Background: an optimization exercise with open tools, aiming at small area, a short achievable clock period and few clock cycles per item. Do not read the settings as production practice.
Where RTL was checked, it was by simulation tests only, not by an equivalence proof against the original.

== v6 ==
==> flow/design.v (excerpt) <==
module bch (
	input  logic        i_clk,
	input  logic        i_arst_n,
	input  logic        i_set,
	input  logic [63:0] i_data,
	output logic        o_ready,
	output logic        o_finish,
	output logic [9:0]  o_data
);
	function automatic [9:0] qsolve(input [9:0] x);
		qsolve[0] = 1'b0;
		qsolve[1] = x[2] ^ x[4] ^ x[7];
		qsolve[2] = x[3] ^ x[4] ^ x[6] ^ x[7];
		qsolve[3] = x[1] ^ x[2] ^ x[4] ^ x[6] ^ x[9];
		qsolve[4] = x[3] ^ x[6] ^ x[7] ^ x[8] ^ x[9];
		qsolve[5] = x[0] ^ x[3] ^ x[6] ^ x[7] ^ x[9];
		qsolve[6] = x[7] ^ x[9];
		qsolve[7] = x[8] ^ x[9];
		qsolve[8] = x[6] ^ x[7] ^ x[9];
		qsolve[9] = x[8];
	endfunction
	function automatic [4:0] t_inv32(input [4:0] x);
		t_inv32[0] = 32'hbd89b432 >> x;
		t_inv32[1] = 32'hba357164 >> x;
		t_inv32[2] = 32'h4c98f3e8 >> x;
		t_inv32[3] = 32'h8a7ba4d8 >> x;
		t_inv32[4] = 32'hed3a0d2c >> x;
	endfunction
	function automatic [4:0] t_l31(input [4:0] x);
		t_l31[0] = 32'h1afb9244 >> x;
		t_l31[1] = 32'hb7903954 >> x;
		t_l31[2] = 32'h2dd584d8 >> x;
		t_l31[3] = 32'ha37162ac >> x;
		t_l31[4] = 32'h7a6628f0 >> x;
	endfunction
	function automatic [5:0] t_l33(input [4:0] x);
		t_l33[0] = 32'h69555995 >> x;
		t_l33[1] = 32'hf0c300ff >> x;
  ...
Size: ~1900 cells after synthesis, roughly 130 flip-flops.
==> flow/config.mk <==
export PLATFORM = sky130hd
export DESIGN_NAME = bch
export DESIGN_NICKNAME = bch
export VERILOG_FILES = /design/flow/design.v
export SDC_FILE = /design/flow/constraint.sdc
export NUM_CORES = 4
export LEC_CHECK = 0
export ABC_AREA = 1
export CAP_MARGIN = 20
export CORE_MARGIN = 2
export CORE_UTILIZATION = 40
export SETUP_SLACK_MARGIN = 3.8
export SLEW_MARGIN = 20
==> flow/constraint.sdc <==
create_clock -name core_clock -period 6.5 [get_ports {i_clk}]
set_input_delay 1.3000 -clock core_clock [delete_from_list [all_inputs] [get_ports {i_clk}]]
set_output_delay 1.3000 -clock core_clock [all_outputs]
set_load 0.01 [all_outputs]
standard.sh (not shown) runs the stock make flow with config.mk's settings and CLKGATE_MAP_FILE= SYNTH_SCRIPT=/design/flow/synth_recipe.tcl, a recipe that flattens the netlist after the stock synthesis.
==> flow/flow/run.sh <==
#!/bin/bash
# Standard layout, but the port buffers are sky130_fd_sc_hd__buf_4 instead of the delay
# buffer buffer_ports picks by default. Everything else is the standard flow's own flow (standard.sh).
set -euo pipefail
bash standard.sh "BUFFER_PORTS_ARGS=-buffer_cell sky130_fd_sc_hd__buf_4" finish > standard.log 2>&1
v6: no failed stages, no open violations at the end
Testbench counts of v6, summed over its fixed seeds: cycles 3,193, items 192.
Inputs modified between v6 and v7:
diff --git a/flow/design.v b/flow/design.v
--- a/flow/design.v
+++ b/flow/design.v
@@ -498,34 +498,38 @@
 		logic [7:0] t;
 		sv = x ^ y ^ 6'd31;
 		cv = (x & y) | ((x | y) & 6'd31);
 		s  = a6(x, y);
 		t  = a7({1'b0, sv}, {cv, 1'b0});   
 		add33 = t[6] ? t[5:0] : s[5:0];
 	endfunction
 	logic       busy;
+	logic       rdy;
 	logic [3:0] cnt;
 	logic       last;
 	logic       fin;
-	assign o_ready = !busy;
+	assign o_ready = rdy;
 	assign last    = busy && (cnt == 4'd15);
 	always_ff @(posedge i_clk or negedge i_arst_n) begin
 		if (!i_arst_n) begin
 			busy   <= 1'b0;
+			rdy    <= 1'b1;
 			cnt    <= '0;
 			fin    <= 1'b0;
 		end else begin
 			fin    <= last;
 			cnt    <= cnt + 1'b1;
 			if (!busy) begin
 				cnt  <= 4'd1;
 				busy <= i_set;
+				rdy  <= !i_set;
 			end else if (last) begin
 				busy <= 1'b0;
+				rdy  <= 1'b1;
 			end
 		end
 	end
 	logic [63:0] dm;
 	logic [9:0]  acc1;
 	logic [9:0]  acc3;
 	logic [9:0]  fb1;
 	logic [9:0]  fb3;
@@ -930,17 +934,16 @@
 	logic [4:0] x31;
 	logic [5:0] x33;
 	always_ff @(posedge i_clk) begin
 		x31 <= raw31;
 		x33 <= st[0] ? m3_33 : raw33;
 	end
 	logic [4:0] r1_31;    
 	logic [5:0] r1_33;
-	logic       r1h;
 	logic [4:0] op31;
 	logic [5:0] op33;
 	logic       s1z;      
 	logic       s3z;      
 	logic       single;
 	logic       nosol;    
 	logic       sgl_n;
 	logic [9:0] p;
@@ -952,18 +955,16 @@
 	logic       empty;
 	always_ff @(posedge i_clk or negedge i_arst_n) begin
 		if (!i_arst_n) begin
 			st <= '0;
 		end else begin
 			st <= {st[10:0], fin};
 		end
 	end
-	assign r1_31 = {r1h, p1[9:6]};
-	assign r1_33 = p1[5:0];
 	assign op31 = st[1] ? {x31[3:0], x31[4]} : st[2] ? ~r_31 : r1_31;
 	assign op33 = st[1] ? 6'd0 : st[2] ? r_33 : r1_33;
 	assign sgl_n = !s3z && (r_31 == 5'd0) && (r_33 == 6'd0);
 	logic [9:0] exq;
 	logic       sglq;
 	assign exq = {qt, qn};
 	always_ff @(posedge i_clk) begin
 		sglq <= sgl_n;
@@ -983,27 +984,26 @@
 			lin <= acc3;
 		end else if (st[4]) begin
 			lin <= sglq ? 10'd1 : s3z ? 10'd32 : (qsolve(exq) ^ 10'd32);
 		end else begin
 			lin <= lin ^ 10'd1;
 		end
 		if (st[0]) begin
 			s3z   <= (lin == 10'd0);
-			r1h   <= raw31[4];
+			r1_31 <= raw31;
+			r1_33 <= raw33;
 		end
 		if (st[4]) begin
 			single <= sglq;
 			nosol  <= !s3z && ^(exq & 10'd288);
 		end
 		r_31 <= add31(x31, op31);
 		r_33 <= add33(x33, op33);
-		if (st[0])
-			p1 <= {raw31[3:0], raw33};
-		else if (st[9] || (st[11] && !od_lt))
+		if (st[9] || (st[11] && !od_lt))
 			p1 <= st[9] ? p : od;
 	end
 	assign o_finish = of;
 	assign o_data   = od;
 	always_ff @(posedge i_clk or negedge i_arst_n) begin
 		if (!i_arst_n) begin
 			of   <= 1'b0;
 			ocnt <= '0;
==> comparison <==
- Fraction of final layout cells with drive strength greater than 1: v6 and v7 compared, lower one is v6
- Share of the final layout cell area in multi-input gates for v7 is lower than for v6.
- Compare v6 and v7 | cell area after placement lower: v6
- Going from v6 to v7, non-clock buffer count now larger; count of flip-flops with a built-in enable after synthesis now larger; sequential share of layout area now larger; data arrival at the endpoint of the critical path now larger; overall via count from detail_route now larger.
- Going from v6 to v7, the final clock period utilization by the worst path was found to have gone up by 0.25 points.
- Between v6 and v7, post-route cell area is lower for v6, v7 comes in above that.
- Between v6 and v7, critical path depth increased.
- Of the two values seen for master of the slowest instance on the critical path, sky130_fd_sc_hd__xor2_4 was produced by v6 and sky130_fd_sc_hd__dfrtp_2 by v7.
- Number of cells produced by synthesis grows by a few percent when moving from v6 to v7.
Testbench counts of v7, summed over its fixed seeds: cycles 3,193, items 192.


## the previous run
bch, a different RTL version from the one above (not shown whole).
Size: roughly 1900 cells after synthesis, about 110 flip-flops, about 79 I/O pins, roughly 0.013 mm² of cells after synthesis.
clock: 6.5 ns
lec_check: 0
abc_area: 1
cap_margin: 20
core_margin: 2
core_utilization: 40
setup_slack_margin: 3.4
slew_margin: 20
Scripts as last shown in full above: flow/flow/run.sh
The previous run finished every step from synthesis to the final layout, and the layout passed the timing, design-rule and antenna checks.
The following lists how the current run was set up differently from the previous run:
diff --git a/flow/design.v b/flow/design.v
--- a/flow/design.v
+++ b/flow/design.v
@@ -891,84 +891,80 @@
 		acc1[9] <= sx[227];
 		acc3[0] <= sx[237];
 		acc3[1] <= sx[246];
 		acc3[2] <= sx[256];
 		acc3[3] <= sx[267];
 		acc3[4] <= sx[279];
 		acc3[5] <= sx[290];
 		acc3[6] <= sx[303];
 		acc3[7] <= sx[309];
 		acc3[8] <= sx[325];
 		acc3[9] <= sx[333];
 	end
-	logic [8:0] st;       
-	logic [4:0] r_31;     
-	logic [5:0] r_33;
 	logic [9:0] lin;      
 	logic [9:0] lx;
 	logic [4:0] qt;       
 	logic [4:0] qn;       
 	logic       qbz;      
 	logic [4:0] raw31;
 	logic [5:0] raw33;
 	logic [4:0] m3_31;
 	logic [5:0] m3_33;
 	assign lx = fin ? acc1 : lin;
-	logic [4:0] opa;
-	logic [4:0] op1b;
-	logic [4:0] op2b;
-	logic [4:0] esq;
-	assign esq  = t_sq(r_31);
-	assign opa  = st[2] ? esq : lx[4:0];
-	assign op1b = st[2] ? t_ki(r_33) : t_inv32(lx[9:5]);
-	assign op2b = st[2] ? t_kt(r_33) : lx[9:5];
 	always_ff @(posedge i_clk) begin
-		qt  <= m32(opa, op1b);
-		qn  <= m32(opa, op2b) ^ (st[2] ? 5'd0 : (sq32(lx[4:0]) ^ sq32(lx[9:5])));
+		qt  <= m32(lx[4:0], t_inv32(lx[9:5]));
+		qn  <= sq32(lx[4:0]) ^ m32(lx[4:0], lx[9:5]) ^ sq32(lx[9:5]);
 		qbz <= (lx[9:5] == 5'd0);
 	end
 	assign raw31 = t_l31(qn);
 	assign raw33 = qbz ? 6'd0 : t_l33(qt);
 	assign m3_31 = t_l31m3(qn);
 	assign m3_33 = qbz ? 6'd0 : t_l33m3(qt);
+	logic [8:0] st;       
 	logic [4:0] r1_31;    
 	logic [5:0] r1_33;
+	logic [4:0] r_31;     
+	logic [5:0] r_33;
 	logic [4:0] op31;
 	logic [5:0] op33;
 	logic       s1z;      
 	logic       s3z;      
 	logic       single;
 	logic       nosol;    
 	logic       sgl_n;
+	logic [4:0] esq;
+	logic [9:0] ex;
 	logic [9:0] p;
 	logic [9:0] p1;
 	logic [9:0] od;
 	logic       of;
 	logic [1:0] ocnt;
 	logic       od_lt;
 	logic       empty;
 	always_ff @(posedge i_clk or negedge i_arst_n) begin
 		if (!i_arst_n) begin
 			st <= '0;
 		end else begin
 			st <= {st[7:0], fin};
 		end
 	end
 	assign op31 = st[1] ? r_31 : r1_31;
 	assign op33 = st[1] ? r_33 : r1_33;
 	assign sgl_n = !s3z && (r_31 == 5'd0) && (r_33 == 6'd0);
+	assign esq   = t_sq(r_31);
 	logic [9:0] exq;
 	logic       sglq;
-	assign exq = {qt, qn};
+	assign ex    = {m32(esq, t_ki(r_33)), m32(esq, t_kt(r_33))};
 	always_ff @(posedge i_clk) begin
+		exq  <= ex;
 		sglq <= sgl_n;
 	end
 	assign p     = add1023(t_a(r_31), t_b(r_33));
 	assign od_lt = lt10(od, p1);
 	assign empty = s1z || (!single && nosol);
 	always_ff @(posedge i_clk) begin
 		if (fin) begin
 			s1z <= (acc1 == 10'd0);
 			lin <= acc3;
 		end else if (st[3]) begin
 			lin <= sglq ? 10'd1 : s3z ? 10'd32 : (qsolve(exq) ^ 10'd32);
 		end else begin
Results
Die size: the current run exceeds the previous run
Number of fillers in the final layout in the current run is 357 above the previous run.
Summary of the current run over the previous run: final non-filler cell area moved up.
The current run ended with more gate count after technology mapping than the previous run.
The current run vs the previous run, period utilization went down by 2.2 points.
Measured against each other, the current run and the previous run differ in count of inverters other than clock inverters in the layout, the higher figure coming from the current run.
Looking at capture point of the critical path, the r_33[2] result is from the current run; the r_33[3] one comes from the previous run.
Summary of the current run over the previous run: worst setup slack now sits higher, sequential cell count climbed 10.
No functional check of the RTL was part of any run of this note.


Another version of the RTL of bch (not shown whole).
Size: about 1800 cells after synthesis, ~120 flip-flops, roughly 79 I/O pins, about 13000 µm² of cells after synthesis.
export LEC_CHECK = 0
export ABC_AREA = 1
export CAP_MARGIN = 20
export CORE_MARGIN = 2
export CORE_UTILIZATION = 40
export CTS_BUF_LIST = sky130_fd_sc_hd__clkbuf_4 sky130_fd_sc_hd__clkbuf_8
export CTS_CLUSTER_SIZE = 30
export SETUP_SLACK_MARGIN = 3.8
export SLEW_MARGIN = 20
create_clock -name core_clock -period 6.5 [get_ports {i_clk}]
==> flow/flow/run.sh <==
#!/bin/bash
# Standard layout, but the port buffers are sky130_fd_sc_hd__buf_2 instead of the delay
# buffer buffer_ports picks by default. Everything else is the standard flow's own flow (standard.sh).
set -euo pipefail
bash standard.sh "BUFFER_PORTS_ARGS=-buffer_cell sky130_fd_sc_hd__buf_2" finish > standard.log 2>&1
Testbench counts at the start, summed over its fixed seeds: cycles 3,193, items 192.
Edit:
--- a/flow/design.v
+++ b/flow/design.v
@@ -973,23 +973,21 @@
 	assign op33 = st[1] ? 6'd32 : st[2] ? r_33 : r1_33;
 	assign sgl_n = !s3z && (r_31 == 5'd0) && r_33[5];
 	logic [9:0] exq;
 	logic       sglq;
 	assign exq = {qt, qn};
 	always_ff @(posedge i_clk) begin
 		sglq <= sgl_n;
 	end
-	logic [4:0] c31;
-	logic [9:0] cb;
+	logic [9:0] pq;
 	always_ff @(posedge i_clk) begin
-		c31 <= r_31;
-		cb  <= t_b(r_33);
+		pq <= add1023(t_a(r_31), t_b(r_33));
 	end
-	assign p     = add1023(t_a(c31), cb);
+	assign p     = pq;
 	assign od_lt = lt10(od, p1);
 	assign empty  = s1z;
 	assign single = s3z;
 	always_ff @(posedge i_clk) begin
 		if (fin) begin
 			s1z <= (acc1 == 10'd0);
 			lin <= acc3;
 		end else if (st[4]) begin
Effect:
- non-clock buffer count is higher by 14
- via count fell by about 0.5%
- design area stays flat
- hold slack stays flat
No functional check of the RTL was part of the second run of this note.


RTL: one of the versions met above, not the one the previous note started from.
Size in the first run: roughly 120 flip-flops, about 79 I/O pins, roughly 0.012 mm² of cells after synthesis.
export LEC_CHECK = 0
export ABC_AREA = 1
export CAP_MARGIN = 20
export CORE_MARGIN = 2
export CORE_UTILIZATION = 40
export SETUP_SLACK_MARGIN = 3.8
export SLEW_MARGIN = 20
create_clock -name core_clock -period 6.5 [get_ports {i_clk}]
Scripts as last shown in full above: flow/flow/run.sh
The first run produced a clean layout.
Then changed:
--- a/flow/design.v
+++ b/flow/design.v
@@ -972,23 +972,25 @@
 	assign op31 = st[1] ? {x31[3:0], x31[4]} : st[2] ? ~r_31 : r1_31;
 	assign op33 = st[1] ? 6'd32 : st[2] ? r_33 : r1_33;
 	assign sgl_n = !s3z && (r_31 == 5'd0) && r_33[5];
 	logic [9:0] exq;
 	logic       sglq;
 	assign exq = {qt, qn};
 	always_ff @(posedge i_clk) begin
 		sglq <= sgl_n;
 	end
-	logic [9:0] pq;
+	logic [4:0] c31;
+	logic [9:0] cb;
 	always_ff @(posedge i_clk) begin
-		pq <= add1023(t_a(r_31), t_b(r_33));
+		c31 <= r_31;
+		cb  <= t_b(r_33);
 	end
-	assign p     = pq;
+	assign p     = add1023(t_a(c31), cb);
 	assign od_lt = lt10(od, p1);
 	assign empty  = s1z;
 	assign single = s3z;
 	always_ff @(posedge i_clk) begin
 		if (fin) begin
 			s1z <= (acc1 == 10'd0);
 			lin <= acc3;
 		end else if (st[4]) begin
 			lin <= sglq ? 10'd1 : s3z ? 10'd32 : (qsolve(exq) ^ 10'd32);
Effect: The new run produced a clean layout; clock skew stays flat; via count went up by 1.1%; utilization rises by 0.52 points; global-route usage goes up by 0.62 points; first-iteration DRC count shrinks by 7.2%; wire length climbs by 1.9%; critical path depth fell by 3; setup slack improves by 0.087 ns; synthesized cell count rises by 1.4%; clock-buffer cell count goes up by 5.
Testbench counts after the change, summed over its fixed seeds: cycles 3,193, items 192.
For the first run of this note, only the layout was checked, not whether the RTL still works.

## static timing again, ports no longer ideal
In the flow no input, the clock included, has a driving cell. The finished layouts below were timed again as built, in two steps.
Step 1 (the two cells are an assumption about what drives the block):
set clk [get_ports {i_clk}]
set_driving_cell -lib_cell sky130_fd_sc_hd__clkbuf_16 $clk
set_driving_cell -lib_cell sky130_fd_sc_hd__buf_2 [delete_from_list [all_inputs] $clk]
Step 2 adds t to the input delays and takes it off the output delays; t is the mean of the earliest and latest rising clock arrival at the registers after step 1. Input paths then give back, and output paths get back, about the clock's delay inside the block.
Slacks: no drivers / after step 1 / after step 2; pairs: no drivers / after step 1.
run | shift t [ns] | setup WS [ns] | hold slack, ns | worst setup path after step 2 | worst slew at a driven data input, ns
v6 | 0.469 | 3.860 / 3.839 / 3.410 | 0.347 / 0.347 / 0.347 | input to register | 0.04
v7 | 0.471 | 3.843 / 3.843 / 3.398 | 0.348 / 0.348 / 0.348 | input to register | 0.04
the previous run | 0.411 | 3.303 / 3.303 / 3.151 | 0.341 / 0.341 / 0.341 | input to register | 0.04
the current run | 0.476 | 3.443 / 3.443 / 3.141 | 0.348 / 0.348 / 0.348 | input to register | 0.04
the first run of note 3 | 0.475 | 3.823 / 3.838 / 3.364 | 0.354 / 0.354 / 0.354 | input to register | 0.04
the second run of note 3 | 0.465 | 3.741 / 3.741 / 3.317 | 0.354 / 0.354 / 0.354 | input to register | 0.05
the first run of note 4 | 0.462 | 3.737 / 3.757 / 3.295 | 0.348 / 0.348 / 0.348 | input to register | 0.05
the second run of note 4 | 0.456 | 3.824 / 3.843 / 3.390 | 0.350 / 0.350 / 0.350 | input to register | 0.04
After both steps setup and hold are still met in every run listed. For the first run of note 3, which loses most, drivers alone change the setup slack by +0.015 ns; drivers and shift together by -0.459 ns.
